From an optimization exercise on the open Yosys and OpenROAD flow, aimed at small area and a short achievable clock period; shortcuts taken in it are not production practice.
The RTL was checked by simulation tests, not by an equivalence proof against the original design.
Power and IR drop assume default switching activity.

<file path="design.v">
package ex_pkg;
	typedef enum logic [2:0] {
		ALU_PASS_B = 3'b000,
		ALU_ADD    = 3'b010,
		ALU_SUB    = 3'b011,
		ALU_AND    = 3'b100,
		ALU_OR     = 3'b101,
		ALU_XOR    = 3'b110
	} alu_op_t;
	typedef enum logic [2:0] {
		BR_NONE   = 3'd0,
		BR_UNCOND = 3'd1,
		BR_CBZ    = 3'd2,
		BR_CBNZ   = 3'd3,
		BR_COND   = 3'd4
	} br_kind_t;
	typedef enum logic [3:0] {
		COND_EQ = 4'b0000,
		COND_NE = 4'b0001,
		COND_MI = 4'b0100,
		COND_GE = 4'b1010,
		COND_LT = 4'b1011,
		COND_AL = 4'b1110
	} cond_t;
endpackage
`timescale 1ns/1ps
module ex_operand_stage #(
	parameter int DATA_WIDTH = 64,
	parameter int ALU_K      = 4,
	parameter int BR_K       = 4
) (
	input  logic                        clk,
	input  logic                        reset,
	input  logic                        issue,
	input  logic [DATA_WIDTH-1:0]       read_data1,
	input  logic [DATA_WIDTH-1:0]       read_data2,
	input  logic [DATA_WIDTH-1:0]       imm,
	input  logic [DATA_WIDTH-1:0]       pc,
	input  logic [DATA_WIDTH-1:0]       br_offset,
	input  logic [2:0]                  alu_op,
	input  logic                        alu_src,
	input  logic                        set_flags,
	input  logic [2:0]                  br_kind,
	input  logic [3:0]                  cond,
	output logic                        op_valid,
	output logic [DATA_WIDTH-1:0]       alu_s,
	output logic [DATA_WIDTH/ALU_K-1:0] alu_g,
	output logic [DATA_WIDTH/ALU_K-1:0] alu_p,
	output logic                        alu_top_g,
	output logic                        alu_top_p,
	output logic [DATA_WIDTH-1:0]       store_operand,
	output logic [DATA_WIDTH-1:0]       br_s,
	output logic [DATA_WIDTH/BR_K-1:0]  br_g,
	output logic [DATA_WIDTH/BR_K-1:0]  br_p,
	output logic                        set_flags_q,
	output logic [3:0]                  test_q
);
	localparam int MSB = DATA_WIDTH - 1;
	logic [DATA_WIDTH-1:0]       a, b, ap, ag_bit, as, bs;
	logic [DATA_WIDTH/ALU_K-1:0] ag, abp;
	logic [DATA_WIDTH/BR_K-1:0]  bg, bbp;
	logic                        is_sub;
	logic [3:0]                  tp, tg;
	logic [3:0]                  test_d;
	assign a        = read_data1;
	assign b        = alu_src ? imm : read_data2;
	assign is_sub   = (alu_op == 3'b011);
	always_comb begin
		tg = 4'b0000;
		case (alu_op)
			3'b010:  begin tp = 4'b0110; tg = 4'b1000; end
			3'b011:  begin tp = 4'b1001; tg = 4'b0100; end
			3'b100:  tp = 4'b1000;
			3'b101:  tp = 4'b1110;
			3'b110:  tp = 4'b0110;
			default: tp = 4'b1010;
		endcase
	end
	for (genvar i = 0; i < DATA_WIDTH; i++) begin : g_bit
		assign ap[i]     = tp[{a[i], b[i]}];
		assign ag_bit[i] = tg[{a[i], b[i]}];
	end
	ex_blk_sum #(.W(DATA_WIDTH), .K(ALU_K)) u_alu_blk (
		.p(ap), .g(ag_bit), .cin(is_sub), .s(as), .co(ag), .bp(abp)
	);
	logic top_g, top_p;
	always_comb begin
		top_g = 1'b0;
		top_p = 1'b1;
		for (int i = DATA_WIDTH - ALU_K; i < MSB; i++) begin
			top_g = ag_bit[i] | (ap[i] & top_g);
			top_p = top_p & ap[i];
		end
	end
	logic [DATA_WIDTH-1:0] off4;
	assign off4 = {br_offset[DATA_WIDTH-3:0], 2'b00};
	ex_blk_sum #(.W(DATA_WIDTH), .K(BR_K)) u_br_blk (
		.p(pc ^ off4), .g(pc & off4), .cin(1'b0), .s(bs), .co(bg), .bp(bbp)
	);
	always_comb begin
		test_d = 4'b0000;
		case (br_kind)
			3'd1: test_d = 4'b1000;
			3'd2: test_d = 4'b0100;
			3'd3: test_d = 4'b1100;
			3'd4: begin
				case (cond)
					4'b0000: test_d = 4'b0001;
					4'b0001: test_d = 4'b1001;
					4'b0100: test_d = 4'b0010;
					4'b1010: test_d = 4'b1011;
					4'b1011: test_d = 4'b0011;
					4'b1110: test_d = 4'b1000;
					default: test_d = 4'b0000;
				endcase
			end
			default: test_d = 4'b0000;
		endcase
	end
	logic [DATA_WIDTH/ALU_K-1:1] alu_p_hi;
	logic [DATA_WIDTH/BR_K-2:0]  br_g_lo;
	logic [DATA_WIDTH/BR_K-1:1]  br_p_hi;
	assign alu_p = {alu_p_hi, 1'b0};
	assign br_g  = {1'b0, br_g_lo};
	assign br_p  = {br_p_hi, 1'b0};
	always_ff @(posedge clk) begin
		if (reset)
			op_valid <= 1'b0;
		else
			op_valid <= issue;
	end
	always_ff @(posedge clk) begin
		alu_s         <= as;
		alu_g         <= ag;
		alu_p_hi      <= abp[DATA_WIDTH/ALU_K-1:1];
		alu_top_g     <= top_g;
		alu_top_p     <= top_p;
		store_operand <= read_data2;
		br_s          <= bs;
		br_g_lo       <= bg[DATA_WIDTH/BR_K-2:0];
		br_p_hi       <= bbp[DATA_WIDTH/BR_K-1:1];
		set_flags_q   <= set_flags;
		test_q        <= test_d;
	end
endmodule
`timescale 1ns/1ps
module ex_prefix #(
	parameter int W    = 64,
	parameter int KIND = 0
) (
	input  logic [W-1:0] g,
	input  logic [W-1:0] p,
	input  logic         cin,
	output logic [W:0]   c
);
	localparam int L = (W <= 2) ? 1 : (W <= 4) ? 2 : (W <= 8) ? 3 : (W <= 16) ? 4 : (W <= 32) ? 5 : (W <= 64) ? 6 : 7;
	logic [2*L+1:0][W-1:0] gg;
	logic [2*L+1:0][W-1:0] pp;
	assign gg[0] = {g[W-1:1], g[0] | (p[0] & cin)};
	assign pp[0] = p;
	generate
		if (KIND == 0) begin : g_ks
			for (genvar l = 0; l < L; l++) begin : g_lvl
				for (genvar i = 0; i < W; i++) begin : g_bit
					if (i >= (1 << l)) begin : g_node
						assign gg[l+1][i] = gg[l][i] | (pp[l][i] & gg[l][i-(1<<l)]);
						assign pp[l+1][i] = pp[l][i] & pp[l][i-(1<<l)];
					end else begin : g_pass
						assign gg[l+1][i] = gg[l][i];
						assign pp[l+1][i] = pp[l][i];
					end
				end
			end
			assign c = {gg[L], cin};
		end else if (KIND == 1) begin : g_sk
			for (genvar l = 0; l < L; l++) begin : g_lvl
				for (genvar i = 0; i < W; i++) begin : g_bit
					if ((i >> l) % 2 == 1) begin : g_node
						localparam int J = ((i >> l) << l) - 1;
						assign gg[l+1][i] = gg[l][i] | (pp[l][i] & gg[l][J]);
						assign pp[l+1][i] = pp[l][i] & pp[l][J];
					end else begin : g_pass
						assign gg[l+1][i] = gg[l][i];
						assign pp[l+1][i] = pp[l][i];
					end
				end
			end
			assign c = {gg[L], cin};
		end else if (KIND == 2) begin : g_bk
			for (genvar l = 0; l < L; l++) begin : g_up
				for (genvar i = 0; i < W; i++) begin : g_bit
					if ((i % (2 << l)) == (2 << l) - 1) begin : g_node
						assign gg[l+1][i] = gg[l][i] | (pp[l][i] & gg[l][i-(1<<l)]);
						assign pp[l+1][i] = pp[l][i] & pp[l][i-(1<<l)];
					end else begin : g_pass
						assign gg[l+1][i] = gg[l][i];
						assign pp[l+1][i] = pp[l][i];
					end
				end
			end
			for (genvar l = L - 2; l >= 0; l--) begin : g_dn
				for (genvar i = 0; i < W; i++) begin : g_bit
					if ((i % (2 << l)) == (1 << l) - 1 && i >= (2 << l)) begin : g_node
						assign gg[2*L-1-l][i] = gg[2*L-2-l][i] | (pp[2*L-2-l][i] & gg[2*L-2-l][i-(1<<l)]);
						assign pp[2*L-1-l][i] = pp[2*L-2-l][i] & pp[2*L-2-l][i-(1<<l)];
					end else begin : g_pass
						assign gg[2*L-1-l][i] = gg[2*L-2-l][i];
						assign pp[2*L-1-l][i] = pp[2*L-2-l][i];
					end
				end
			end
			assign c = {gg[2*L-1], cin};
		end else begin : g_hc
			assign gg[1] = gg[0];
			assign pp[1] = pp[0];
			for (genvar l = 0; l < L; l++) begin : g_lvl
				for (genvar i = 0; i < W; i++) begin : g_bit
					if (l == 0 && i % 2 == 1) begin : g_n0
						assign gg[l+2][i] = gg[l+1][i] | (pp[l+1][i] & gg[l+1][i-1]);
						assign pp[l+2][i] = pp[l+1][i] & pp[l+1][i-1];
					end else if (l > 0 && i % 2 == 1 && i >= (1 << l)) begin : g_nl
						assign gg[l+2][i] = gg[l+1][i] | (pp[l+1][i] & gg[l+1][i-(1<<l)]);
						assign pp[l+2][i] = pp[l+1][i] & pp[l+1][i-(1<<l)];
					end else begin : g_pass
						assign gg[l+2][i] = gg[l+1][i];
						assign pp[l+2][i] = pp[l+1][i];
					end
				end
			end
			for (genvar i = 0; i < W; i++) begin : g_fix
				if (i % 2 == 0 && i > 0) begin : g_node
					assign gg[L+2][i] = gg[L+1][i] | (pp[L+1][i] & gg[L+1][i-1]);
				end else begin : g_pass
					assign gg[L+2][i] = gg[L+1][i];
				end
			end
			assign pp[L+2] = pp[L+1];
			assign c = {gg[L+2], cin};
		end
	endgenerate
endmodule
module ex_blk_sum #(
	parameter int W = 64,
	parameter int K = 4
) (
	input  logic [W-1:0]   p,
	input  logic [W-1:0]   g,
	input  logic           cin,
	output logic [W-1:0]   s,
	output logic [W/K-1:0] co,
	output logic [W/K-1:0] bp
);
	for (genvar j = 0; j < W / K; j++) begin : g_blk
		logic [K:0] c;
		always_comb begin
			for (int i = 0; i <= K; i++) begin
				logic run;
				c[i] = 1'b0;
				for (int m = 0; m < i; m++) begin
					run = g[K*j+m];
					for (int n = m + 1; n < i; n++)
						run = run & p[K*j+n];
					c[i] = c[i] | run;
				end
				if (j == 0) begin
					run = cin;
					for (int n = 0; n < i; n++)
						run = run & p[K*j+n];
					c[i] = c[i] | run;
				end
			end
		end
		assign s[K*j +: K] = p[K*j +: K] ^ c[K-1:0];
		assign co[j]       = c[K];
		assign bp[j]       = &p[K*j +: K];
	end
endmodule
module ex_blk_fin #(
	parameter int W    = 64,
	parameter int K    = 4,
	parameter int KIND = 0
) (
	input  logic [W-1:0]   s,
	input  logic [W/K-1:0] g,
	input  logic [W/K-1:0] bp,
	output logic [W-1:0]   sum,
	output logic           ctop,
	output logic           cout,
	output logic           zero
);
	localparam int NB = W / K;
	logic [NB:0]   bc;
	logic [NB-1:0] bzero;
	for (genvar j = 0; j < NB; j++) begin : g_blk
		for (genvar t = 0; t < K; t++) begin : g_bit
			if (t == 0) begin : g_lo
				assign sum[K*j] = s[K*j] ^ bc[j];
			end else begin : g_hi
				assign sum[K*j+t] = s[K*j+t] ^ (bc[j] & (&s[K*j +: t]));
			end
		end
		assign bzero[j] = bc[j] ? bp[j] : ~|s[K*j +: K];
	end
	ex_prefix #(.W(NB), .KIND(KIND)) u_carry (
		.g(g), .p(bp), .cin(1'b0), .c(bc)
	);
	assign ctop = bc[NB-1];
	assign cout = bc[NB];
	assign zero = &bzero;
endmodule
`timescale 1ns/1ps
module ex_branch_unit (
	input  logic [3:0] test,
	input  logic       rt_zero,
	input  logic       negative,
	input  logic       zero,
	input  logic       overflow,
	output logic       taken
);
	logic t;
	always_comb begin
		case (test[2:0])
			3'd1:    t = zero;
			3'd2:    t = negative;
			3'd3:    t = negative ^ overflow;
			3'd4:    t = rt_zero;
			default: t = 1'b0;
		endcase
	end
	assign taken = t ^ test[3];
endmodule
`timescale 1ns/1ps
module ex_result_stage #(
	parameter int DATA_WIDTH = 64
) (
	input  logic                  clk,
	input  logic                  reset,
	input  logic                  op_valid,
	input  logic                  set_flags,
	input  logic [DATA_WIDTH-1:0] alu_result_in,
	input  logic [3:0]            alu_flags_in,
	input  logic [DATA_WIDTH-1:0] store_operand,
	input  logic [DATA_WIDTH-1:0] target_in,
	input  logic                  taken_in,
	output logic                  result_valid,
	output logic [DATA_WIDTH-1:0] alu_result,
	output logic [DATA_WIDTH-1:0] store_data,
	output logic [DATA_WIDTH-1:0] br_target,
	output logic                  br_taken,
	output logic                  negative,
	output logic                  zero,
	output logic                  overflow,
	output logic                  carry_out
);
	always_ff @(posedge clk) begin
		if (reset) begin
			result_valid <= 1'b0;
			br_taken     <= 1'b0;
		end else begin
			result_valid <= op_valid;
			br_taken     <= op_valid & taken_in;
		end
	end
	always_ff @(posedge clk) begin
		if (op_valid) begin
			alu_result <= alu_result_in;
			store_data <= store_operand;
			br_target  <= target_in;
		end
	end
	always_ff @(posedge clk) begin
		if (reset) begin
			negative  <= 1'b0;
			zero      <= 1'b0;
			overflow  <= 1'b0;
			carry_out <= 1'b0;
		end else if (op_valid && set_flags) begin
			negative  <= alu_flags_in[3];
			zero      <= alu_flags_in[2];
			overflow  <= alu_flags_in[1];
			carry_out <= alu_flags_in[0];
		end
	end
endmodule
`timescale 1ns/1ps
module ex_top #(
	parameter int DATA_WIDTH = 64,
	parameter int ALU_K      = 4,
	parameter int BR_K       = 8,
	parameter int ALU_KIND   = 0,
	parameter int BR_KIND    = 0
) (
	input  logic                  clk,
	input  logic                  reset,
	input  logic                  issue,
	input  logic [DATA_WIDTH-1:0] read_data1,
	input  logic [DATA_WIDTH-1:0] read_data2,
	input  logic [DATA_WIDTH-1:0] pc,
	input  logic [DATA_WIDTH-1:0] imm,
	input  logic [DATA_WIDTH-1:0] br_offset,
	input  ex_pkg::alu_op_t       alu_op,
	input  logic                  alu_src,
	input  logic                  set_flags,
	input  ex_pkg::br_kind_t      br_kind,
	input  ex_pkg::cond_t         cond,
	output logic                  result_valid,
	output logic [DATA_WIDTH-1:0] alu_result,
	output logic [DATA_WIDTH-1:0] store_data,
	output logic [DATA_WIDTH-1:0] br_target,
	output logic                  br_taken,
	output logic                  negative,
	output logic                  zero,
	output logic                  overflow,
	output logic                  carry_out
);
	localparam int MSB = DATA_WIDTH - 1;
	logic                        op_valid;
	logic [DATA_WIDTH-1:0]       alu_s, br_s, store_operand;
	logic [DATA_WIDTH/ALU_K-1:0] alu_g, alu_p;
	logic [DATA_WIDTH/BR_K-1:0]  br_g, br_p;
	logic                        alu_top_g, alu_top_p, set_flags_q;
	logic [3:0]                  test_q;
	ex_operand_stage #(.DATA_WIDTH(DATA_WIDTH), .ALU_K(ALU_K), .BR_K(BR_K)) u_operand (
		.clk(clk), .reset(reset), .issue(issue),
		.read_data1(read_data1), .read_data2(read_data2), .imm(imm),
		.pc(pc), .br_offset(br_offset), .alu_op(alu_op), .alu_src(alu_src),
		.set_flags(set_flags), .br_kind(br_kind), .cond(cond),
		.op_valid(op_valid), .alu_s(alu_s), .alu_g(alu_g), .alu_p(alu_p),
		.alu_top_g(alu_top_g), .alu_top_p(alu_top_p),
		.store_operand(store_operand), .br_s(br_s), .br_g(br_g), .br_p(br_p),
		.set_flags_q(set_flags_q), .test_q(test_q)
	);
	logic [DATA_WIDTH-1:0] alu_out, target;
	logic                  alu_n, alu_z, alu_v, alu_c;
	logic                  alu_ctop, br_ctop, br_cout, br_zero;
	ex_blk_fin #(.W(DATA_WIDTH), .K(ALU_K), .KIND(ALU_KIND)) u_alu_fin (
		.s(alu_s), .g(alu_g), .bp(alu_p), .sum(alu_out), .ctop(alu_ctop), .cout(alu_c), .zero(alu_z)
	);
	assign alu_n = alu_out[MSB];
	assign alu_v = alu_c ^ (alu_top_g | (alu_top_p & alu_ctop));
	ex_blk_fin #(.W(DATA_WIDTH), .K(BR_K), .KIND(BR_KIND)) u_br_fin (
		.s(br_s), .g(br_g), .bp(br_p), .sum(target), .ctop(br_ctop), .cout(br_cout), .zero(br_zero)
	);
	logic taken;
	ex_branch_unit u_branch (
		.test(test_q), .rt_zero(store_operand == '0),
		.negative(negative), .zero(zero), .overflow(overflow), .taken(taken)
	);
	ex_result_stage #(.DATA_WIDTH(DATA_WIDTH)) u_result (
		.clk(clk), .reset(reset), .op_valid(op_valid), .set_flags(set_flags_q),
		.alu_result_in(alu_out), .alu_flags_in({alu_n, alu_z, alu_v, alu_c}),
		.store_operand(store_operand), .target_in(target), .taken_in(taken),
		.result_valid(result_valid), .alu_result(alu_result),
		.store_data(store_data), .br_target(br_target), .br_taken(br_taken),
		.negative(negative), .zero(zero), .overflow(overflow),
		.carry_out(carry_out)
	);
endmodule
</file>
<file path="flow/run.sh">
#!/bin/bash
# Standard layout, with plain buf_1 cells as the port buffers instead of the
# buffer_ports default (clkdlybuf4s50_1). Each tool's output goes to its own log.
set -euo pipefail
export BUFFER_PORTS_ARGS="-buffer_cell sky130_fd_sc_hd__buf_1"
bash standard.sh synth > synth.log 2>&1
bash standard.sh > layout.log 2>&1
</file>
<file path="standard.sh">
#!/bin/bash
# synth_recipe.tcl (not shown) runs the flow's synth.tcl, then flattens the netlist and writes it again
# the make line also repeats each setting of config.mk as NAME=value (left out here)
make -C /OpenROAD-flow-scripts/flow DESIGN_CONFIG=/design/flow/config.mk WORK_HOME=/design/flow/orfs CLKGATE_MAP_FILE= SYNTH_SCRIPT=/design/flow/synth_recipe.tcl "${@:-finish}"
</file>
<file path="config.mk">
export PLATFORM = sky130hd
export DESIGN_NAME = ex_top
export DESIGN_NICKNAME = ex_top
export VERILOG_FILES = /design/flow/design.v
export SDC_FILE = /design/flow/constraint.sdc
export NUM_CORES = 4
export LEC_CHECK = 0
export CAP_MARGIN = 20
export CORE_MARGIN = 2
export CORE_UTILIZATION = 40
export CTS_BUF_LIST = sky130_fd_sc_hd__clkbuf_16
export CTS_CLUSTER_DIAMETER = 80
export CTS_CLUSTER_SIZE = 30
export GPL_ROUTABILITY_DRIVEN = 0
export SETUP_SLACK_MARGIN = 3.0
export SLEW_MARGIN = 20
export SYNTH_HIERARCHICAL = 1
export TNS_END_PERCENT = 10
</file>
<file path="constraint.sdc">
create_clock -name core_clock -period 5.5 [get_ports {clk}]
set_input_delay 1.1000 -clock core_clock [delete_from_list [all_inputs] [get_ports {clk}]]
set_output_delay 1.1000 -clock core_clock [all_outputs]
set_load 0.01 [all_outputs]
</file>
==> results of run 1 <==
-- worst max-delay path by stage --
stage          slack, ps                   to
2_1_floorplan       2540  u_operand.alu_s[55]
3_3_place_gp        1260  u_operand.alu_s[55]
3_5_place_dp        1210  u_operand.alu_s[55]
4_1_cts             2930        u_result.zero
5_1_grt             2940  u_operand.alu_s[55]
6_report            3030  u_operand.alu_s[35]
-- repair_timing --
action | in CTS | in global routing
gates resized for setup | 88 | 87
setup buffers | 13 | 25
hold endpoints to repair | 0 | 0
pin swaps | 6 | 25
setup endpoints to repair | 103 | 63
gates cloned | 6 | 4
-- power groups by stage --
stage | registers, mW | logic [mW] | clock network, mW
after floorplan | 4.11 | 0.875 | 0
after global placement | 4.09 | 1.37 | 0
after detailed placement | 4.10 | 1.41 | 0
after CTS | 4.03 | 1.47 | 2.55
after global routing | 4.07 | 1.69 | 2.67
final | 4.03 | 1.54 | 2.49
-- worst register-to-register path: stages (launching register included) --
cell and delay, ps:
sky130_fd_sc_hd__dfxtp_2 420, sky130_fd_sc_hd__a21o_1 150, sky130_fd_sc_hd__nand3_2 100, sky130_fd_sc_hd__a311oi_4 270, sky130_fd_sc_hd__a21oi_4 80, sky130_fd_sc_hd__buf_4 160, sky130_fd_sc_hd__o211ai_1 300, sky130_fd_sc_hd__buf_4 190
sky130_fd_sc_hd__nand4_1 110, sky130_fd_sc_hd__xnor2_1 290, sky130_fd_sc_hd__nand3_1 110, sky130_fd_sc_hd__a21oi_1 130
-- state kept, by name, indices dropped and copies added (netlist names), 7 cells and up --
register	cells
u_operand.alu_p_hi	15
u_result.br_target	64
u_operand.alu_s	64
u_operand.alu_g	16
u_operand.store_operand	64
u_operand.br_s	64
u_result.alu_result	64
u_result.store_data	64
u_operand.br_g_lo	7
-- metal layers --
metal | vias up | part of all wire | GRT usage | routed length (µm)
li1 | 8586 | - | - | -
met1 | 8699 | 0.37 | 0.281 | 26600
met2 | 672 | 0.50 | 0.442 | 36100
met3 | 133 | 0.080 | 0.0558 | 5770
met4 | 20 | 0.044 | 0.104 | 3180
met5 | - | 0.0016 | 0 | 118
-- cell type report --
class                      instances  area, µm²
fill                            4958      27000
multi-input combinational       1469      10900
sequential                       442      10800
timing repair buffer             596       2770
tap                              696        871
clock buffer                      29        726
clock inverter                    23        374
inverter                          29        121
antenna                            9       22.5
timing repair inverter             1       7.51
-- cell usage in the layout, fill, tap and decap left out, types with 93 or more instances in the layout --
cell type                  count
sky130_fd_sc_hd__edfxtp_1    192
sky130_fd_sc_hd__nor2_1      150
sky130_fd_sc_hd__buf_1       526
sky130_fd_sc_hd__nand2_1     109
sky130_fd_sc_hd__xnor2_1     123
sky130_fd_sc_hd__dfxtp_1     245
sky130_fd_sc_hd__ha_1        105
sky130_fd_sc_hd__o21ai_0     100
sky130_fd_sc_hd__nand3_1      93
sky130_fd_sc_hd__a21oi_1     101
==> results.py, run 1 <==
metrics = {
    "final_layout": {
        "post_route_cells_drive_above_1_share": 0.104,
        "final_cells": 3294,
        "finish.instance_area_um2": 26600,
        "area_growth_pct": 23.3,
        "finish.net_count": 3012,
        "final_util": 0.497,
    },
    "sta": {
        "worstMarginPinSlew_ps": 914,
        "max_freq_ghz": 0.405,
        "grt_setup_unrepaired": "yes",
        "finClkSkew_ps": 44.6,
        "timing.max_slew.rel_slack": 0.390,
        "totalNegativeSetupSlack_ps": 0,
        "fraction_of_the_cycle_the_final_worst_path_needs": 0.449,
        "hold-worst-slack_ps": 439,
        "final-hold-violation-count": 0,
        "setup_ws_ps": 3030,
        "layout_min_cycle_time_ps": 2470,
        "drv_slew": 0,
        "setup_viol": 0,
    },
    "grt": {
        "grt_max_degree": 93,
        "vias_in_the_first_global_route": 17700,
        "globalRouteTotalUtil": 0.247,
        "antenna_violations_before_repair": 17,
        "globalRoute.totalOverflow": 0,
        "grt_pass1_wl_mm": 105,
    },
    "pwr": {
        "power.sequential.fraction": 0.500,
        "power.leakage_nw": 9.78,
        "worst_ir_drop_vdd_v": 0.000226,
        "powerDensity_nw_per_um2": 303,
        "post-layout-total-power_mw": 8.06,
        "power_report.internal_total_mw": 5.59,
        "clkPwrFrac": 0.309,
        "pwr-share-comb": 0.192,
        "power_switching_mw": 2.47,
        "net_switching_share_of_the_total_power": 0.306,
    },
    "flow_run": {
        "maxCapViolCount": 0,
    },
    "hold_path": {
        "min_delay_worst_endpoint": "u_result.store_data[2]",
        "hold-path-cell-count": 0,
        "worst_hold_startpoint": "u_operand.store_operand[2]",
        "hold_class": "flip-flop to flip-flop",
    },
    "route": {
        "avgRoutedWirePerCell_um": 21.8,
        "detail_route.iter0.violations": 1242,
        "first_pass_iters": 7,
        "routed_wl_mm": 71.8,
        "remaining_drc_errors": 0,
        "route.antenna.remaining_nets": 0,
        "dr_total_vias": 18100,
        "vias_per_cell": 5.50,
    },
    "yosys": {
        "synth_area_um2": 21600,
        "synth_cells": 2023,
        "yosysWarnings": 11,
        "syn_area_per_cell_um2": 10.7,
    },
    "placement": {
        "post-place-cells": 3185,
        "placement.cell_area_um2": 24200,
        "io_buffers": 530,
        "estimated_wirelength_of_the_detail_placed_design_mm": 54.4,
        "post-place-ws_ps": 1210,
    },
    "die": {
        "die_area_um2": 55800,
        "die_width_um": 236,
        "io_pins": 533,
        "fp.coreArea_um2": 53600,
        "die_height_um": 236,
        "initial_core_util": 0.403,
        "placement_rows": 85,
    },
    "status": {
        "status": "no timing/DRC/antenna violations",
    },
    "worst_setup_path": {
        "cp_top_family": "simple AND/OR/NAND/NOR gates",
        "worst_setup_path_startpoint": "alu_op[2]",
        "cp.buffers_inverters": 2,
        "critical-path-slowest-cell": "sky130_fd_sc_hd__nand2b_4",
        "critical_path_class": "primary input to flip-flop",
        "crit_arrival_ps": 2940,
        "r2r_end": "u_result.negative",
        "cp.depth": 11,
        "ff2ff_path_depth": 11,
        "critical_path.startpoint_type": "primary input",
        "cp_max_fo": 22,
        "r2r-start": "u_operand.alu_p_hi[5]",
        "timing.critical_path.cells": "clkbuf_8 -> nand2b_4 -> buf_16 -> mux2i_1 -> a32oi_1 -> o21ai_0 -> nor2_1 -> ha_2 -> o21a_1 -> nor2_1 -> xnor2_1",
        "worst_reg_to_reg_setup_slack_ps": 3090,
        "required_ps": 5970,
        "end_kind": "flip-flop",
        "cpMostUsedCell": "sky130_fd_sc_hd__nor2_1",
        "critical-path-max-stage-delay_ps": 270,
    },
    "cts": {
        "insertion_delay_ps": 620,
        "cts_tree": "done",
        "h-tree-depth": 1,
        "clk_transition_reported_paths_ps": 100,
        "cts_buffer_depth": 3,
        "root_buffer": "sky130_fd_sc_hd__clkbuf_16",
        "clock_sink_count": 442,
        "cts_hold_repair.buffers": 0,
        "cts_inserted_buffers": 28,
    },
}
==> run 2: changes to the inputs <==
--- a/config.mk
+++ b/config.mk
@@ -11,8 +11,6 @@
 export CTS_BUF_LIST = sky130_fd_sc_hd__clkbuf_16
 export CTS_CLUSTER_DIAMETER = 80
 export CTS_CLUSTER_SIZE = 30
-export GPL_ROUTABILITY_DRIVEN = 0
 export SETUP_SLACK_MARGIN = 3.0
 export SLEW_MARGIN = 20
-export SYNTH_HIERARCHICAL = 1
 export TNS_END_PERCENT = 10
==> run 2 against run 1 <==
Effect of this change: still clean; die area rose by 3.6%; setup slack got worse by 350 ps; count of clock-buffer cells in the layout is 1 lower; largest power group unchanged; highest routed layer unchanged.
==> results.py, run 2 <==
metrics = {
    "route": {
        "routed_wl_mm": 74.1,
        "avgRoutedWirePerCell_um": 21.7,
        "dr_total_vias": 18700,
        "detail_route.iter0.violations": 1391,
        "remaining_drc_errors": 0,
        "route.antenna.remaining_nets": 0,
        "first_pass_iters": 7,
        "vias_per_cell": 5.47,
    },
    "yosys": {
        "sequential_area_share_after_synthesis": 0.481,
        "synth_enable_flop_cells": 192,
        "synth_top_cell_by_area": "sky130_fd_sc_hd__edfxtp_1",
        "biggest_area_contributors_in_the_synthesized_netlist": "sky130_fd_sc_hd__edfxtp_1 (26%), sky130_fd_sc_hd__dfxtp_1 (22%), sky130_fd_sc_hd__xnor2_1 (7.9%)",
        "synthDistinctLibCells": 66,
        "synth_top_cells_by_count": "sky130_fd_sc_hd__dfxtp_1 (250), sky130_fd_sc_hd__xnor2_1 (202), sky130_fd_sc_hd__edfxtp_1 (192)",
        "synth_cells": 2074,
        "synth_most_common_cell": "sky130_fd_sc_hd__dfxtp_1",
        "synth.ff_latch_count": 442,
        "synth_area_um2": 22400,
        "syn_area_per_cell_um2": 10.8,
        "synth.top_cell.area_share": 0.258,
        "post_synth_arst_share": 0,
        "yosysWarnings": 5,
        "synthFlopType": "sky130_fd_sc_hd__dfxtp_1",
    },
    "final_layout": {
        "mostFrequentLayoutCell": "sky130_fd_sc_hd__buf_1",
        "most-common-layout-cells": "sky130_fd_sc_hd__buf_1 (526), sky130_fd_sc_hd__dfxtp_1 (249), sky130_fd_sc_hd__xnor2_1 (201), sky130_fd_sc_hd__edfxtp_1 (192), sky130_fd_sc_hd__o21ai_0 (156)",
        "num-fill-cells": 5043,
        "multiInputGateArea_um2": 11400,
        "finish.net_count": 3092,
        "finish.instance_area_um2": 27800,
        "post_route_cells_drive_above_1_share": 0.110,
        "sequential_standard_cell_area_um2": 10800,
        "area_growth_pct": 24.2,
    },
    "die": {
        "initial_core_util": 0.405,
        "io_pins": 533,
        "die_width_um": 240,
        "die_area_um2": 57800,
        "fp.coreArea_um2": 55200,
        "die_height_um": 240,
        "placement_rows": 86,
    },
    "placement": {
        "routabilityCongestion": 0.885,
        "estimated_wirelength_of_the_detail_placed_design_mm": 52.8,
        "io_buffers": 530,
        "placement.cell_area_um2": 25400,
    },
    "pwr": {
        "power.leakage_nw": 10.3,
        "powerDensity_nw_per_um2": 300,
        "worst_ir_drop_vdd_v": 0.000380,
    },
    "worst_setup_path": {
        "cp_max_fo": 3,
        "crit_arrival_ps": 3350,
        "critical_path_class": "flip-flop to flip-flop",
        "critical_path.startpoint_type": "flip-flop",
        "end_kind": "flip-flop",
        "ff2ff_path_depth": 7,
        "required_ps": 6030,
        "critical-path-slowest-cell": "sky130_fd_sc_hd__or4_1",
        "critical-path-max-stage-delay_ps": 530,
        "timing.critical_path.cells": "or4_1 -> a211o_1 -> a2111oi_4 -> o2111ai_2 -> a2111oi_2 -> nand4_1 -> o31ai_1",
    },
    "cts": {
        "root_buffer": "sky130_fd_sc_hd__clkbuf_16",
        "cts_buffer_depth": 3,
        "clk_transition_reported_paths_ps": 100,
        "insertion_delay_ps": 620,
        "clock_sink_count": 442,
        "h-tree-depth": 1,
        "cts_tree": "done",
        "cts_inserted_buffers": 28,
    },
    "grt": {
        "grt_max_degree": 102,
        "met2_usage": 0.415,
        "globalRoute.totalOverflow": 0,
        "globalRouteMet1Util": 0.292,
        "grt_pass1_wl_mm": 104,
        "top_usage_layer": "met2",
        "gr-usage-met3": 0.0449,
        "globalRouteTotalUtil": 0.238,
        "vias_in_the_first_global_route": 17900,
        "antenna_violations_before_repair": 16,
    },
    "sta": {
        "fraction_of_the_cycle_the_final_worst_path_needs": 0.512,
        "totalNegativeSetupSlack_ps": 0,
        "timing.max_slew.rel_slack": 0.306,
        "layout_min_cycle_time_ps": 2820,
        "drv_slew": 0,
        "finClkSkew_ps": 29.2,
        "grt_setup_unrepaired": "yes",
        "setup_viol": 0,
        "final-hold-violation-count": 0,
        "worstMarginPinSlew_ps": 1030,
        "max_freq_ghz": 0.355,
    },
    "status": {
        "status": "no timing/DRC/antenna violations",
    },
    "hold_path": {
        "hold-path-cell-count": 0,
        "hold_class": "flip-flop to flip-flop",
    },
    "flow_run": {
        "maxCapViolCount": 0,
    },
}
run 2: cell count changes in the layout (fill, tap and decap cells not counted), sizes merged, moves of 45 or more:
cell    previous run  this run
nor2             159        91
a21oi            105        55
mux2               0        68
nand2b            70        15
a221oi            47         2
o21ai            114       189
a22o               0        45
inv               37        98
nand2            114        66
o31ai             48         2
or3               17        63
xnor2            124       202
run 2: layer usage:
layer,share of wire,wire [µm]
met1,0.41,30300
met2,0.48,35800
met3,0.071,5260
met4,0.037,2740
met5,0.00093,69
run 2: area by class of cell:
cell class	instances	area share
Antenna cell	12	0.00108
Clock buffer	28	0.0252
Clock inverter	24	0.0154
Inverter	83	0.0124
Multi-Input combinational cell	1462	0.411
Sequential cell	442	0.388
Tap cell	748	0.0337
Timing Repair Buffer	623	0.113
Timing Repair inverter	1	0.000405
run 2: stage by stage:
step	setup slack, ps	util	cells	hold slack [ps]	total power [mW]
floorplan	2230	-	2074	386	5.10
detailed placement	983	0.459	3280	389	5.67
global route	2510	0.503	3418	418	8.69
finish	2680	0.503	3423	413	8.33
CTS	2540	0.493	3378	413	8.31
global placement	1060	0.459	3280	386	5.61
run 2: what timing repair did:
action / 4_1_cts / 5_1_grt
pin swaps: 16 / 26
setup buffers: 38 / 28
gates cloned: 8 / 5
endpoints found under the setup margin: 110 / 95
gates resized for setup: 38 / 50
hold buffers: 0 / 0
run 2: worst max-delay path, delay by kind of cell, from the launching register on:
family,cells,cell delay [ps]
flops,1,340
simple gates,2,830
compound gates,5,1560
run 2: logic make-up (layout without fill, tap and decap cells):
group           after synthesis  after routing  share of synthesized area
other cells                   0             12                          0
xor+xnor                    272            272                      0.106
buf+inv                     171            759                     0.0304
mux                         135            135                     0.0644
compound gates              470            470                      0.142
fa+ha+maj                   116            116                     0.0676
simple gates                468            469                      0.107
flops                       442            442                      0.481
run 2: where the power goes:
part           total, mW  internal [mW]  leakage [nW]  switching (mW)
Sequential          4.05           3.84          3.90           0.209
Clock               2.57           1.17         0.538            1.40
Combinational       1.71          0.747          5.83           0.968
Total               8.33           5.75          10.3            2.57
run 2: final timing paths:
kind	start	to	slack, ps
worst min-delay path	u_operand.br_s[4]	u_result.br_target[4]	410
worst max register to register	u_operand.alu_s[13]	u_result.zero	2680
worst max-delay path	u_operand.alu_s[13]	u_result.zero	2680
worst min register to register	u_operand.br_s[4]	u_result.br_target[4]	410
==> run 3: changes to the inputs <==
--- a/config.mk
+++ b/config.mk
@@ -13,4 +13,5 @@
 export CTS_CLUSTER_SIZE = 30
 export SETUP_SLACK_MARGIN = 3.0
 export SLEW_MARGIN = 20
+export SYNTH_HIERARCHICAL = 1
 export TNS_END_PERCENT = 10
==> run 3 against run 2 <==
Effect of this change: largest cell class unchanged; die area is 3.5% lower; cell count down 3.8%; final area decreased by 4.2%.
==> results.py, run 3 <==
metrics = {
    "final_layout": {
        "final_util": 0.497,
        "post_route_cells_drive_above_1_share": 0.104,
        "area_growth_pct": 23.3,
        "final_cells": 3294,
        "mostFrequentLayoutCell": "sky130_fd_sc_hd__buf_1",
        "most-common-layout-cells": "sky130_fd_sc_hd__buf_1 (526), sky130_fd_sc_hd__dfxtp_1 (245), sky130_fd_sc_hd__edfxtp_1 (192), sky130_fd_sc_hd__nor2_1 (150), sky130_fd_sc_hd__xnor2_1 (123)",
        "finish.net_count": 3012,
        "num-fill-cells": 4958,
    },
    "placement": {
        "io_buffers": 530,
        "routabilityCongestion": 0.903,
        "post-place-cells": 3185,
        "estimated_wirelength_of_the_detail_placed_design_mm": 54.4,
    },
    "sta": {
        "finClkSkew_ps": 44.6,
        "drv_slew": 0,
        "totalNegativeSetupSlack_ps": 0,
        "setup_viol": 0,
        "max_freq_ghz": 0.405,
        "timing.max_slew.rel_slack": 0.390,
        "grt_setup_unrepaired": "yes",
        "layout_min_cycle_time_ps": 2470,
        "fraction_of_the_cycle_the_final_worst_path_needs": 0.449,
        "final-hold-violation-count": 0,
        "worstMarginPinSlew_ps": 914,
    },
    "route": {
        "dr.max_layer_used": "met5",
        "route.antenna.remaining_nets": 0,
        "detailroute.wirelength.met3_mm": 5.77,
        "routed_wl_mm": 71.8,
        "drt-met1-wl_mm": 26.6,
        "vias_per_cell": 5.50,
        "met2_length_mm": 36.1,
        "dr_total_vias": 18100,
        "first_pass_iters": 7,
        "detail_route.iter0.violations": 1242,
        "remaining_drc_errors": 0,
        "avgRoutedWirePerCell_um": 21.8,
    },
    "die": {
        "placement_rows": 85,
        "initial_core_util": 0.403,
        "die_width_um": 236,
        "fp.coreArea_um2": 53600,
        "die_height_um": 236,
        "die_area_um2": 55800,
        "io_pins": 533,
    },
    "grt": {
        "vias_in_the_first_global_route": 17700,
        "globalRouteTotalUtil": 0.247,
        "grt_pass1_wl_mm": 105,
        "antenna_violations_before_repair": 17,
        "grt_max_degree": 93,
        "globalRoute.totalOverflow": 0,
    },
    "hold_path": {
        "hold_class": "flip-flop to flip-flop",
    },
    "cts": {
        "cts_hold_repair.buffers": 0,
        "root_buffer": "sky130_fd_sc_hd__clkbuf_16",
        "insertion_delay_ps": 620,
        "h-tree-depth": 1,
        "clk_transition_reported_paths_ps": 100,
        "clock_sink_count": 442,
        "cts_tree": "done",
        "cts_inserted_buffers": 28,
        "cts_buffer_depth": 3,
    },
    "yosys": {
        "synth_cells": 2023,
        "synth_area_um2": 21600,
        "yosysWarnings": 11,
        "syn_area_per_cell_um2": 10.7,
    },
    "pwr": {
        "powerDensity_nw_per_um2": 303,
        "power.leakage_nw": 9.78,
        "post-layout-total-power_mw": 8.06,
        "worst_ir_drop_vdd_v": 0.000226,
    },
    "worst_setup_path": {
        "critical-path-slowest-cell": "sky130_fd_sc_hd__nand2b_4",
        "cp_max_fo": 22,
        "crit_arrival_ps": 2940,
        "critical_path.startpoint_type": "primary input",
        "end_kind": "flip-flop",
        "cpMostUsedCell": "sky130_fd_sc_hd__nor2_1",
        "timing.critical_path.cells": "clkbuf_8 -> nand2b_4 -> buf_16 -> mux2i_1 -> a32oi_1 -> o21ai_0 -> nor2_1 -> ha_2 -> o21a_1 -> nor2_1 -> xnor2_1",
        "required_ps": 5970,
        "critical-path-max-stage-delay_ps": 270,
        "critical_path_class": "primary input to flip-flop",
    },
    "status": {
        "status": "no timing/DRC/antenna violations",
    },
    "flow_run": {
        "maxCapViolCount": 0,
    },
}
## run 3: stage by stage
stage / instance area, µm² / setup WS (ps) / hold slack, ps
finish: 26600 / 3030 / 439
global route: 26600 / 2940 / 456
CTS: 25900 / 2930 / 440
detailed placement: 24200 / 1210 / 416
global placement: 24200 / 1260 / 410
floorplan: 21600 / 2540 / 409
## run 3: worst max-delay path, delay by kind of cell
| family | cells | cell delay, ps |
|---|---|---|
| buffers and inverters | 2 | 420 |
| XOR/XNOR | 1 | 120 |
| AND/OR/NAND/NOR | 3 | 550 |
| adder cells (fa/ha/maj) | 1 | 230 |
| AO/OA/AOI/OAI | 3 | 410 |
| multiplexers | 1 | 90 |
## run 3: area by class of cell
cell class                 count  area (µm²)  share of cell area
timing repair inverter         1        7.51            0.000282
clock buffer                  29         726              0.0273
multi-input combinational   1469       10900               0.411
clock inverter                23         374              0.0141
sequential                   442       10800               0.405
timing repair buffer         596        2770               0.104
antenna                        9        22.5            0.000846
tap                          696         871              0.0327
inverter                      29         121             0.00456
## run 3: where the power goes
group	internal, mW	leakage [nW]	switching (mW)
Clock	1.13	0.521	1.36
Combinational	0.657	5.36	0.888
Sequential	3.81	3.89	0.220
Total	5.59	9.78	2.47
## run 3: routing by layer
metal / global-route usage / vias up
met1: 0.281 / 8699
met5: 0 / -
met4: 0.104 / 20
met2: 0.442 / 672
li1: - / 8586
met3: 0.0558 / 133
## run 3: path summary, 6_finish.rpt
path / from / end / cells after the start / slack [ps]
max: alu_op[2] / u_operand.alu_s[35] / 11 / 3030
min: u_operand.store_operand[2] / u_result.store_data[2] / 0 / 440
max reg2reg: u_operand.alu_p_hi[5] / u_result.negative / 11 / 3090
min reg2reg: u_operand.store_operand[2] / u_result.store_data[2] / 0 / 440
## run 3: timing repair
item                       4_1_cts  5_1_grt
setup buffers                   13       25
pin swaps                        6       25
gates cloned                     6        4
setup endpoints to repair      103       63
resized for setup               88       87
hold endpoints to repair         0        0
==> run 4: changes to the inputs <==
--- a/config.mk
+++ b/config.mk
@@ -5,13 +5,14 @@
 export SDC_FILE = /design/flow/constraint.sdc
 export NUM_CORES = 4
 export LEC_CHECK = 0
+export ABC_AREA = 1
 export CAP_MARGIN = 20
 export CORE_MARGIN = 2
 export CORE_UTILIZATION = 40
 export CTS_BUF_LIST = sky130_fd_sc_hd__clkbuf_16
 export CTS_CLUSTER_DIAMETER = 80
 export CTS_CLUSTER_SIZE = 30
-export SETUP_SLACK_MARGIN = 3.0
+export SETUP_SLACK_MARGIN = 3.3
 export SLEW_MARGIN = 20
 export SYNTH_HIERARCHICAL = 1
 export TNS_END_PERCENT = 10
==> run 4 against run 3 <==
Effect of this change: non-clock buffer count grew 37; clock skew down 16 ps; die area rose by 1.4%; highest routed layer unchanged; critical path depth down 10; sequential power about the same; total power grew 1.2%; utilization up 1.5 points; first-iteration DRC count is 16% higher; global-route usage up 1.3 points; count of clock-buffer cells in the layout down 1; area after synthesis rose by 1.4%.
==> results.py, run 4 <==
metrics = {
    "sta": {
        "grt_setup_unrepaired": "yes",
        "finClkSkew_ps": 28.2,
        "worstMarginPinSlew_ps": 934,
        "timing.max_slew.rel_slack": 0.377,
        "layout_min_cycle_time_ps": 2380,
        "fraction_of_the_cycle_the_final_worst_path_needs": 0.432,
        "hold-worst-slack_ps": 421,
        "setup_viol": 0,
        "totalNegativeSetupSlack_ps": 0,
        "max_freq_ghz": 0.421,
        "drv_slew": 0,
        "final-hold-violation-count": 0,
    },
    "cts": {
        "cts_buffer_depth": 3,
        "h-tree-depth": 1,
        "root_buffer": "sky130_fd_sc_hd__clkbuf_16",
        "cts_inserted_buffers": 28,
        "clock_sink_count": 442,
        "insertion_delay_ps": 630,
        "cts_tree": "done",
        "clk_transition_reported_paths_ps": 100,
    },
    "worst_setup_path": {
        "cp.buffers_inverters": 1,
        "critical-path-max-stage-delay_ps": 490,
        "timing.critical_path.cells": "buf_1",
        "critical-path-slowest-cell": "sky130_fd_sc_hd__edfxtp_1",
        "cp.depth": 1,
        "required_ps": 4400,
        "end_kind": "output pin",
        "cp_top_family": "flip-flops",
        "cp_max_fo": 1,
        "ff2ff_path_depth": 13,
        "critical_path_class": "flip-flop to output pin",
        "critical_path.startpoint_type": "flip-flop",
        "crit_arrival_ps": 1280,
    },
    "route": {
        "routed_wl_mm": 77.2,
        "avgRoutedWirePerCell_um": 20.2,
        "route.antenna.remaining_nets": 0,
        "vias_per_cell": 5.10,
        "first_pass_iters": 5,
        "detail_route.iter0.violations": 1438,
        "dr_total_vias": 19500,
        "remaining_drc_errors": 0,
    },
    "hold_path": {
        "hold-path-cell-count": 0,
        "hold_class": "flip-flop to flip-flop",
    },
    "final_layout": {
        "post_route_cells_drive_above_1_share": 0.145,
        "sequential_standard_cell_area_um2": 10800,
        "final_util": 0.511,
        "finish.net_count": 3529,
        "most-common-layout-cells": "sky130_fd_sc_hd__buf_1 (525), sky130_fd_sc_hd__nand2_1 (517), sky130_fd_sc_hd__nor2_1 (251), sky130_fd_sc_hd__dfxtp_1 (249), sky130_fd_sc_hd__inv_1 (229)",
        "area_growth_pct": 26.0,
        "mostFrequentLayoutCell": "sky130_fd_sc_hd__buf_1",
        "multiInputGateArea_um2": 10400,
        "final_cells": 3816,
        "num-fill-cells": 5169,
    },
    "yosys": {
        "syn_area_per_cell_um2": 8.81,
        "synth_area_um2": 21900,
        "synth_cells": 2485,
        "yosysWarnings": 11,
    },
    "pwr": {
        "net_switching_share_of_the_total_power": 0.323,
        "power_report.internal_total_mw": 5.53,
        "power_switching_mw": 2.63,
        "power.sequential.fraction": 0.494,
        "worst_ir_drop_vdd_v": 0.000237,
        "power.leakage_nw": 11.7,
        "clkPwrFrac": 0.298,
        "powerDensity_nw_per_um2": 296,
        "pwr-share-comb": 0.207,
        "post-layout-total-power_mw": 8.16,
    },
    "die": {
        "io_pins": 533,
        "die_height_um": 238,
        "die_width_um": 238,
        "die_area_um2": 56600,
        "placement_rows": 85,
        "fp.coreArea_um2": 53900,
        "initial_core_util": 0.406,
    },
    "placement": {
        "routabilityCongestion": 0.908,
        "post-place-cells": 3647,
        "io_buffers": 530,
        "estimated_wirelength_of_the_detail_placed_design_mm": 54.5,
    },
    "status": {
        "status": "no timing/DRC/antenna violations",
    },
    "grt": {
        "met2_usage": 0.472,
        "gr-usage-met3": 0.0642,
        "globalRouteTotalUtil": 0.260,
        "grt_pass1_wl_mm": 110,
        "grt_max_degree": 102,
        "globalRoute.totalOverflow": 0,
        "top_usage_layer": "met2",
        "antenna_violations_before_repair": 23,
        "globalRouteMet1Util": 0.296,
        "vias_in_the_first_global_route": 18600,
    },
    "flow_run": {
        "maxCapViolCount": 0,
    },
}
==> run 4: cell types whose count changed in the layout (fill, tap and decap cells not counted), sizes merged, moves of 70 or more <==
| cell | delta |
|---|---|
| nand2 | +474 |
| nand2b | -70 |
| xnor2 | -82 |
| nor2 | +166 |
| mux2i | -84 |
| inv | +229 |
==> run 4: layer usage <==
| layer | vias to the layer above | part of all wire |
|---|---|---|
| li1 | 9404 | - |
| met1 | 9099 | 0.37 |
| met2 | 788 | 0.50 |
| met3 | 157 | 0.091 |
| met4 | 22 | 0.036 |
| met5 | - | 0.0018 |
==> run 4: layout make-up <==
type	instances	area share
tap	696	0.0316
sequential	442	0.391
timing repair buffer	633	0.121
multi-input combinational	1723	0.378
clock buffer	28	0.0254
clock inverter	24	0.0123
inverter	252	0.0370
timing repair inverter	4	0.00231
antenna	14	0.00127
==> run 4: power by group through the flow <==
stage / clock, mW / sequential [mW] / combinational, mW
4_1_cts: 2.50 / 4.03 / 1.60
3_3_place_gp: 0 / 4.10 / 1.42
5_1_grt: 2.62 / 4.07 / 1.86
3_5_place_dp: 0 / 4.11 / 1.45
6_report: 2.44 / 4.03 / 1.69
2_1_floorplan: 0 / 4.13 / 0.905
==> run 4: through the flow <==
step | setup WS (ps) | area (µm²)
final | 3120 | 27600
after CTS | 3110 | 26800
after floorplan | 2860 | 21900
after global routing | 3060 | 27500
after detailed placement | 1670 | 24400
after global placement | 1710 | 24400
==> run 4: path summary, 6_finish.rpt <==
check	from	to	slack (ps)
worst max-delay path	u_result.alu_result[7]	alu_result[7]	3120
worst max register to register	u_operand.store_operand[49]	u_result.br_taken	3270
worst min-delay path	u_operand.store_operand[62]	u_result.store_data[62]	420
worst min register to register	u_operand.store_operand[62]	u_result.store_data[62]	420
==> run 4: what timing repair did <==
action / 4_1_cts / 5_1_grt
pin swaps: 50 / 62
resized for setup: 143 / 150
setup endpoints to repair: 296 / 263
cloned: 17 / 2
buffers inserted: 58 / 26
hold buffers: 0 / 0
==> run 5: changes to the inputs <==
--- a/config.mk
+++ b/config.mk
@@ -12,7 +12,6 @@
 export CTS_BUF_LIST = sky130_fd_sc_hd__clkbuf_16
 export CTS_CLUSTER_DIAMETER = 80
 export CTS_CLUSTER_SIZE = 30
-export SETUP_SLACK_MARGIN = 3.3
+export SETUP_SLACK_MARGIN = 2.9
 export SLEW_MARGIN = 20
 export SYNTH_HIERARCHICAL = 1
-export TNS_END_PERCENT = 10
==> run 5 against run 4 <==
Effect of this change: still clean; sequential cell count unchanged; total power shrank 2.9%; utilization decreased by 3.1 points; final area fell by 6.1%; via count decreased by 3.4%; maximum frequency is 6.7% lower; global-route usage is 1.5 points lower; wire length down 6.9%; area after synthesis unchanged; largest cell class unchanged; largest power group unchanged.
==> results.py, run 5 <==
metrics = {
    "worst_setup_path": {
        "critical_path_class": "primary input to flip-flop",
        "critical_path.startpoint_type": "primary input",
        "cp_max_fo": 34,
        "cp.buffers_inverters": 3,
        "critical-path-max-stage-delay_ps": 390,
        "cpMostUsedCell": "sky130_fd_sc_hd__nor2_1",
        "end_kind": "flip-flop",
        "cp_top_family": "simple AND/OR/NAND/NOR gates",
        "required_ps": 6000,
        "timing.critical_path.cells": "clkbuf_4 -> inv_4 -> nand2_8 -> nor2_4 -> inv_4 -> a211oi_1 -> nor2_1 -> nor2_1 -> nor2_1 -> o21bai_1",
        "crit_arrival_ps": 3050,
        "critical-path-slowest-cell": "sky130_fd_sc_hd__a211oi_1",
    },
    "sta": {
        "layout_min_cycle_time_ps": 2550,
        "grt_setup_unrepaired": "yes",
        "setup_viol": 0,
        "final-hold-violation-count": 0,
        "totalNegativeSetupSlack_ps": 0,
        "max_freq_ghz": 0.393,
        "timing.max_slew.rel_slack": 0.355,
        "finClkSkew_ps": 31.9,
        "fraction_of_the_cycle_the_final_worst_path_needs": 0.463,
        "worstMarginPinSlew_ps": 967,
        "drv_slew": 0,
    },
    "cts": {
        "insertion_delay_ps": 610,
        "root_buffer": "sky130_fd_sc_hd__clkbuf_16",
        "clock_sink_count": 442,
        "cts_tree": "done",
        "h-tree-depth": 1,
        "cts_buffer_depth": 3,
        "clk_transition_reported_paths_ps": 110,
        "cts_inserted_buffers": 29,
    },
    "grt": {
        "antenna_violations_before_repair": 22,
        "grt_pass1_wl_mm": 105,
        "globalRouteTotalUtil": 0.245,
        "globalRoute.totalOverflow": 0,
        "grt_max_degree": 89,
        "vias_in_the_first_global_route": 18300,
    },
    "route": {
        "vias_per_cell": 5.04,
        "avgRoutedWirePerCell_um": 19.3,
        "dr_total_vias": 18800,
        "route.antenna.remaining_nets": 0,
        "detail_route.iter0.violations": 1223,
        "routed_wl_mm": 71.9,
        "first_pass_iters": 8,
        "remaining_drc_errors": 0,
    },
    "final_layout": {
        "finish.instance_area_um2": 25900,
        "area_growth_pct": 18.2,
        "most-common-layout-cells": "sky130_fd_sc_hd__nand2_1 (541), sky130_fd_sc_hd__buf_1 (526), sky130_fd_sc_hd__nor2_1 (298), sky130_fd_sc_hd__dfxtp_1 (249), sky130_fd_sc_hd__inv_1 (237)",
        "num-fill-cells": 5272,
        "mostFrequentLayoutCell": "sky130_fd_sc_hd__nand2_1",
        "post_route_cells_drive_above_1_share": 0.0783,
        "finish.net_count": 3449,
    },
    "hold_path": {
        "hold_class": "flip-flop to flip-flop",
    },
    "die": {
        "placement_rows": 85,
        "die_area_um2": 56600,
        "initial_core_util": 0.406,
        "die_height_um": 238,
        "die_width_um": 238,
        "fp.coreArea_um2": 53900,
        "io_pins": 533,
    },
    "pwr": {
        "power.leakage_nw": 11.0,
        "post-layout-total-power_mw": 7.92,
        "worst_ir_drop_vdd_v": 0.000200,
        "powerDensity_nw_per_um2": 306,
    },
    "yosys": {
        "yosysWarnings": 11,
        "synth_area_um2": 21900,
        "synth_cells": 2485,
        "syn_area_per_cell_um2": 8.81,
    },
    "placement": {
        "placement.cell_area_um2": 24400,
        "estimated_wirelength_of_the_detail_placed_design_mm": 54.9,
        "routabilityCongestion": 0.900,
        "io_buffers": 530,
    },
    "flow_run": {
        "maxCapViolCount": 0,
    },
    "status": {
        "status": "no timing/DRC/antenna violations",
    },
}
## run 5: what timing repair did
action                     4_1_cts  5_1_grt
cloned                           3        3
setup buffers                   10        6
setup endpoints to repair       92       40
gates resized for setup         31       28
pin swaps                        4        2
hold buffers                     0        0
## run 5: layer usage
metal / up-vias / track usage / wire [µm]
met2: 686 / 0.451 / 36200
met4: 22 / 0.0968 / 2920
met3: 159 / 0.0604 / 5970
met5: - / 0 / 150
met1: 8688 / 0.269 / 26700
li1: 9253 / - / -
## run 5: layout make-up
cell class	instances	area, µm²	area share
Antenna cell	11	27.5	0.00106
Clock buffer	29	726	0.0280
Clock inverter	24	308	0.0119
Inverter	252	993	0.0384
Multi-Input combinational cell	1724	9860	0.381
Sequential cell	442	10800	0.416
Tap cell	696	871	0.0337
Timing Repair Buffer	555	2320	0.0896
## run 5: path summary, 6_finish.rpt
kind	from	endpoint	slack [ps]	cells past startpoint
worst max register to register	u_operand.alu_g[0]	u_result.zero	3170	16
worst min-delay path	u_operand.store_operand[57]	u_result.store_data[57]	430	0
worst max-delay path	alu_op[0]	u_operand.alu_g[6]	2950	10
worst min register to register	u_operand.store_operand[57]	u_result.store_data[57]	430	0
## run 5: worst register-to-register path, stage by stage, from the launching register on
cell and delay [ps]:
sky130_fd_sc_hd__dfxtp_1 310, sky130_fd_sc_hd__inv_1 50, sky130_fd_sc_hd__nand2_2 140, sky130_fd_sc_hd__nand3_1 130, sky130_fd_sc_hd__nand2_2 150, sky130_fd_sc_hd__nand2_1 110, sky130_fd_sc_hd__nand2_1 140, sky130_fd_sc_hd__nand2_1 100
sky130_fd_sc_hd__nand3_1 200, sky130_fd_sc_hd__nand3b_1 250, sky130_fd_sc_hd__nand2_1 70, sky130_fd_sc_hd__nand2_1 50, sky130_fd_sc_hd__nor2_1 100, sky130_fd_sc_hd__nand2_1 120, sky130_fd_sc_hd__nor2_1 190, sky130_fd_sc_hd__nor2_1 70
sky130_fd_sc_hd__nor2_1 90
## run 5: metrics by stage
step,cells,setup WS [ps],util,hold WS (ps)
2_1_floorplan,2491,2910,-,408
3_3_place_gp,3647,1310,0.452,412
3_5_place_dp,3647,1300,0.452,413
4_1_cts,3713,2880,0.476,434
5_1_grt,3727,2870,0.480,444
6_report,3733,2950,0.480,433
## run 5: report_power, final
| group | leakage, nW | switching, mW | total [mW] | internal [mW] |
|---|---|---|---|---|
| combinational | 6.60 | 0.951 | 1.50 | 0.544 |
| clock | 0.513 | 1.32 | 2.39 | 1.06 |
| sequential | 3.90 | 0.216 | 4.04 | 3.82 |
==> run 6: changes to the inputs <==
--- a/config.mk
+++ b/config.mk
@@ -12,6 +12,7 @@
 export CTS_BUF_LIST = sky130_fd_sc_hd__clkbuf_16
 export CTS_CLUSTER_DIAMETER = 80
 export CTS_CLUSTER_SIZE = 30
-export SETUP_SLACK_MARGIN = 2.9
+export SETUP_SLACK_MARGIN = 3.1
 export SLEW_MARGIN = 20
 export SYNTH_HIERARCHICAL = 1
+export TNS_END_PERCENT = 10
==> run 6 against run 5 <==
Effect of this change: critical path type unchanged; synthesized cell count unchanged; non-clock buffer count up 22; wire length up 2.8%; sequential share of layout area down 0.78 points; via count up 0.67%; utilization up 0.92 points; combinational power up 3%; clock power up 2%; sequential cell count unchanged; critical path depth up 4; global-route usage up 0.16 points; final area up 1.9%.
==> results.py, run 6 <==
metrics = {
    "route": {
        "first_pass_iters": 5,
        "remaining_drc_errors": 0,
        "detail_route.iter0.violations": 1249,
        "route.antenna.remaining_nets": 0,
        "avgRoutedWirePerCell_um": 19.7,
        "vias_per_cell": 5.03,
        "dr_total_vias": 18900,
        "routed_wl_mm": 73.9,
    },
    "cts": {
        "clk_transition_reported_paths_ps": 100,
        "cts_inserted_buffers": 28,
        "cts_hold_repair.buffers": 0,
        "h-tree-depth": 1,
        "root_buffer": "sky130_fd_sc_hd__clkbuf_16",
        "clock_sink_count": 442,
        "cts_tree": "done",
        "insertion_delay_ps": 620,
        "cts_buffer_depth": 3,
    },
    "yosys": {
        "yosysWarnings": 11,
        "synth_area_um2": 21900,
        "syn_area_per_cell_um2": 8.81,
        "synth_cells": 2485,
    },
    "grt": {
        "grt_pass1_wl_mm": 105,
        "antenna_violations_before_repair": 25,
        "globalRoute.totalOverflow": 0,
        "globalRouteTotalUtil": 0.246,
        "vias_in_the_first_global_route": 18000,
        "grt_max_degree": 102,
    },
    "placement": {
        "io_buffers": 530,
        "estimated_wirelength_of_the_detail_placed_design_mm": 54.5,
        "routabilityCongestion": 0.908,
    },
    "die": {
        "die_height_um": 238,
        "die_area_um2": 56600,
        "placement_rows": 85,
        "io_pins": 533,
        "fp.coreArea_um2": 53900,
        "die_width_um": 238,
        "initial_core_util": 0.406,
    },
    "worst_setup_path": {
        "end_kind": "flip-flop",
        "required_ps": 5990,
        "critical_path.startpoint_type": "primary input",
        "crit_arrival_ps": 2910,
        "cp_max_fo": 10,
        "critical_path_class": "primary input to flip-flop",
    },
    "pwr": {
        "clkPwrFrac": 0.303,
        "worst_ir_drop_vdd_v": 0.000235,
        "power_report.internal_total_mw": 5.45,
        "pwr-share-comb": 0.194,
        "power_switching_mw": 2.56,
        "power.sequential.fraction": 0.503,
        "power.leakage_nw": 11.2,
        "net_switching_share_of_the_total_power": 0.320,
        "powerDensity_nw_per_um2": 304,
    },
    "final_layout": {
        "area_growth_pct": 20.5,
        "mostFrequentLayoutCell": "sky130_fd_sc_hd__nand2_1",
        "finish.net_count": 3474,
        "most-common-layout-cells": "sky130_fd_sc_hd__nand2_1 (536), sky130_fd_sc_hd__buf_1 (526), sky130_fd_sc_hd__nor2_1 (291), sky130_fd_sc_hd__dfxtp_1 (249), sky130_fd_sc_hd__inv_1 (234)",
        "post_route_cells_drive_above_1_share": 0.0957,
    },
    "sta": {
        "grt_setup_unrepaired": "yes",
        "timing.max_slew.rel_slack": 0.377,
        "drv_slew": 0,
        "layout_min_cycle_time_ps": 2420,
        "worstMarginPinSlew_ps": 934,
        "finClkSkew_ps": 27.8,
        "final-hold-violation-count": 0,
        "fraction_of_the_cycle_the_final_worst_path_needs": 0.440,
        "hold-worst-slack_ps": 416,
        "totalNegativeSetupSlack_ps": 0,
        "setup_viol": 0,
        "max_freq_ghz": 0.413,
    },
    "status": {
        "status": "no timing/DRC/antenna violations",
    },
    "hold_path": {
        "hold_class": "flip-flop to flip-flop",
    },
    "flow_run": {
        "maxCapViolCount": 0,
    },
}
[run 6: layout make-up]
type / instances / area, µm²
Clock inverter: 24 / 339
Tap cell: 696 / 871
Timing Repair Buffer: 577 / 2610
Clock buffer: 28 / 701
Inverter: 252 / 1010
Antenna cell: 14 / 35.0
Multi-Input combinational cell: 1725 / 10000
Sequential cell: 442 / 10800
Fill cell: 5268 / 27500
Timing Repair inverter: 3 / 33.8
[run 6: path summary, 6_finish.rpt]
| kind | startpoint | cells after the start | slack (ps) | endpoint |
|---|---|---|---|---|
| hold / removal | u_operand.store_operand[62] | 0 | 420 | u_result.store_data[62] |
| setup reg to reg | u_operand.alu_g[0] | 16 | 3300 | u_result.zero |
| setup / recovery | alu_op[2] | 14 | 3080 | u_operand.alu_s[35] |
| hold reg to reg | u_operand.store_operand[62] | 0 | 420 | u_result.store_data[62] |
[run 6: routing by layer]
layer  share of wire  global-route usage
met4           0.028              0.0678
met3           0.087              0.0662
met2            0.50               0.459
met5          0.0021                   0
met1            0.38               0.274
[run 6: per-stage QoR]
stage	setup slack, ps	util	power [mW]	instance area, µm²	cells
finish	3080	0.489	8.01	26400	3761
floorplan	2860	-	5.04	21900	2491
detailed placement	1670	0.452	5.56	24400	3647
CTS	3070	0.481	8.05	26000	3727
global route	3010	0.489	8.41	26400	3751
global placement	1710	0.452	5.52	24400	3647
[run 6: power groups by stage]
| stage | Combinational, mW | Clock, mW | Sequential, mW |
|---|---|---|---|
| floorplan | 0.905 | 0 | 4.13 |
| global placement | 1.42 | 0 | 4.10 |
| detailed placement | 1.45 | 0 | 4.11 |
| CTS | 1.52 | 2.50 | 4.03 |
| global route | 1.72 | 2.61 | 4.07 |
| finish | 1.55 | 2.43 | 4.03 |
[run 6: repair_timing]
action / CTS / global route
setup endpoints to repair: 91 / 56
pin swaps: 9 / 13
endpoints found under the hold margin: 0 / 0
setup buffers: 22 / 13
gates cloned: 6 / 7
resized for setup: 56 / 57
[run 6: worst max-delay path, cell delays in order]
cell and delay (ps):
sky130_fd_sc_hd__buf_6 120, sky130_fd_sc_hd__buf_12 130, sky130_fd_sc_hd__inv_2 70, sky130_fd_sc_hd__nand3_4 140, sky130_fd_sc_hd__buf_12 220, sky130_fd_sc_hd__inv_8 140
sky130_fd_sc_hd__nand2_1 80, sky130_fd_sc_hd__a21boi_0 250, sky130_fd_sc_hd__ha_1 230, sky130_fd_sc_hd__nor2_1 60, sky130_fd_sc_hd__nor2_2 130, sky130_fd_sc_hd__nor2_1 70
sky130_fd_sc_hd__nand2_1 70, sky130_fd_sc_hd__nand2_1 80
==> run 7: changes to the inputs <==
--- a/config.mk
+++ b/config.mk
@@ -12,7 +12,7 @@
 export CTS_BUF_LIST = sky130_fd_sc_hd__clkbuf_16
 export CTS_CLUSTER_DIAMETER = 80
 export CTS_CLUSTER_SIZE = 30
-export SETUP_SLACK_MARGIN = 3.1
+export SETUP_SLACK_MARGIN = 3.0
 export SLEW_MARGIN = 20
 export SYNTH_HIERARCHICAL = 1
-export TNS_END_PERCENT = 10
+export TNS_END_PERCENT = 5
==> run 7 against run 6 <==
Effect of this change: highest routed layer unchanged; synthesized cell count unchanged; cell count decreased by 0.56%; sequential cell count unchanged; sequential share of layout area increased by 0.66 points; clock skew about the same; sequential power about the same; critical endpoint is now u_operand.alu_p_hi[13]; largest power group unchanged; still clean; area after synthesis unchanged; largest cell class unchanged.
==> results.py, run 7 <==
metrics = {
    "status": {
        "status": "no timing/DRC/antenna violations",
    },
    "final_layout": {
        "finish.net_count": 3448,
        "num-fill-cells": 5313,
        "area_growth_pct": 18.6,
        "post_route_cells_drive_above_1_share": 0.0803,
        "mostFrequentLayoutCell": "sky130_fd_sc_hd__nand2_1",
        "most-common-layout-cells": "sky130_fd_sc_hd__nand2_1 (537), sky130_fd_sc_hd__buf_1 (526), sky130_fd_sc_hd__nor2_1 (298), sky130_fd_sc_hd__dfxtp_1 (249), sky130_fd_sc_hd__inv_1 (234)",
    },
    "yosys": {
        "synth_area_um2": 21900,
        "synth_cells": 2485,
        "syn_area_per_cell_um2": 8.81,
    },
    "die": {
        "fp.coreArea_um2": 53900,
        "die_height_um": 238,
        "io_pins": 533,
    },
    "worst_setup_path": {
        "crit_arrival_ps": 2890,
        "end_kind": "flip-flop",
        "critical_path.startpoint_type": "primary input",
        "cp.buffers_inverters": 6,
        "cp.depth": 10,
        "critical-path-slowest-cell": "sky130_fd_sc_hd__nor3_1",
        "ff2ff_path_depth": 18,
        "timing.critical_path.cells": "clkbuf_4 -> buf_12 -> inv_2 -> nand3_4 -> buf_4 -> clkbuf_16 -> nand3_1 -> a22oi_1 -> inv_1 -> nor3_1",
        "cp_top_family": "buffers and inverters",
        "critical_path_class": "primary input to flip-flop",
    },
    "pwr": {
        "power.leakage_nw": 11.0,
        "worst_ir_drop_vdd_v": 0.000237,
        "powerDensity_nw_per_um2": 307,
        "power_report.internal_total_mw": 5.43,
        "clkPwrFrac": 0.305,
    },
    "cts": {
        "insertion_delay_ps": 620,
        "cts_buffer_depth": 3,
        "cts_tree": "done",
    },
    "grt": {
        "globalRoute.totalOverflow": 0,
        "vias_in_the_first_global_route": 17700,
        "grt_pass1_wl_mm": 102,
        "antenna_violations_before_repair": 25,
    },
    "sta": {
        "final-hold-violation-count": 0,
        "layout_min_cycle_time_ps": 2410,
        "totalNegativeSetupSlack_ps": 0,
        "worstMarginPinSlew_ps": 945,
        "timing.max_slew.rel_slack": 0.370,
        "finClkSkew_ps": 27.6,
    },
    "placement": {
        "routabilityCongestion": 0.908,
        "post-place-ws_ps": 1670,
        "estimated_wirelength_of_the_detail_placed_design_mm": 54.5,
    },
    "route": {
        "remaining_drc_errors": 0,
        "avgRoutedWirePerCell_um": 19.1,
        "vias_per_cell": 4.98,
        "dr_total_vias": 18600,
    },
    "flow_run": {
        "maxCapViolCount": 0,
    },
}
[run 7: worst paths after layout]
kind	start	to	slack (ps)
min	u_operand.store_operand[62]	u_result.store_data[62]	420
min reg2reg	u_operand.store_operand[62]	u_result.store_data[62]	420
max	alu_op[2]	u_operand.alu_p_hi[13]	3090
max reg2reg	u_operand.alu_g[0]	u_result.zero	3260
[run 7: worst reg2reg max path: stages (launching register included)]
cell                       delay, ps
sky130_fd_sc_hd__dfxtp_1         300
sky130_fd_sc_hd__inv_1            50
sky130_fd_sc_hd__nand2_2         130
sky130_fd_sc_hd__nand2_2         110
sky130_fd_sc_hd__nand2_4          90
sky130_fd_sc_hd__nand2_2          80
sky130_fd_sc_hd__nand2_2         110
sky130_fd_sc_hd__nand2_2         100
sky130_fd_sc_hd__nand2_2         130
sky130_fd_sc_hd__nand2_1         100
sky130_fd_sc_hd__nand2_1         110
sky130_fd_sc_hd__nand3b_1        180
sky130_fd_sc_hd__nand2_1         100
sky130_fd_sc_hd__nand2_1          60
sky130_fd_sc_hd__nor2_1          100
sky130_fd_sc_hd__nand2_1         110
sky130_fd_sc_hd__nor2_1          170
sky130_fd_sc_hd__nor2_1           70
sky130_fd_sc_hd__nor2_1          100
[run 7: metrics by stage]
step | instances | power (mW) | util | cell area (µm²) | hold slack (ps)
2_1_floorplan | 2491 | 5.04 | - | 21900 | 408
3_3_place_gp | 3647 | 5.52 | 0.452 | 24400 | 412
3_5_place_dp | 3647 | 5.56 | 0.452 | 24400 | 414
4_1_cts | 3707 | 8.02 | 0.475 | 25600 | 418
5_1_grt | 3725 | 8.36 | 0.481 | 25900 | 421
6_report | 3740 | 7.96 | 0.481 | 26000 | 417
[run 7: per-layer routing]
layer,GRT usage,wire (µm),vias to the layer above
met2,0.449,36300,623
met4,0.0686,2090,26
li1,-,-,9254
met3,0.0635,5970,119
met5,0,169,-
met1,0.262,27100,8610
[run 7: what timing repair did]
action / 4_1_cts / 5_1_grt
buffers inserted: 6 / 9
resized for setup: 35 / 34
hold endpoints to repair: 0 / 0
gates cloned: 2 / 5
pin swaps: 1 / 7
setup endpoints to repair: 87 / 48
[run 7: area by class of cell]
type	instances	area (µm²)	share of cell area
flip-flops and latches	442	10800	0.415
multi-input cells	1723	9850	0.380
repair buffers	555	2360	0.0908
inverters	252	1010	0.0388
well taps	696	871	0.0335
clock buffers	28	701	0.0270
clock inverters	24	339	0.0131
diodes	19	47.5	0.00183
repair inverters	1	11.3	0.000434
[run 7: power by group through the flow]
stage | Combinational (mW) | Sequential [mW] | Clock [mW]
global placement | 1.42 | 4.10 | 0
global route | 1.67 | 4.07 | 2.61
detailed placement | 1.45 | 4.11 | 0
finish | 1.50 | 4.03 | 2.43
CTS | 1.48 | 4.03 | 2.50
floorplan | 0.905 | 4.13 | 0
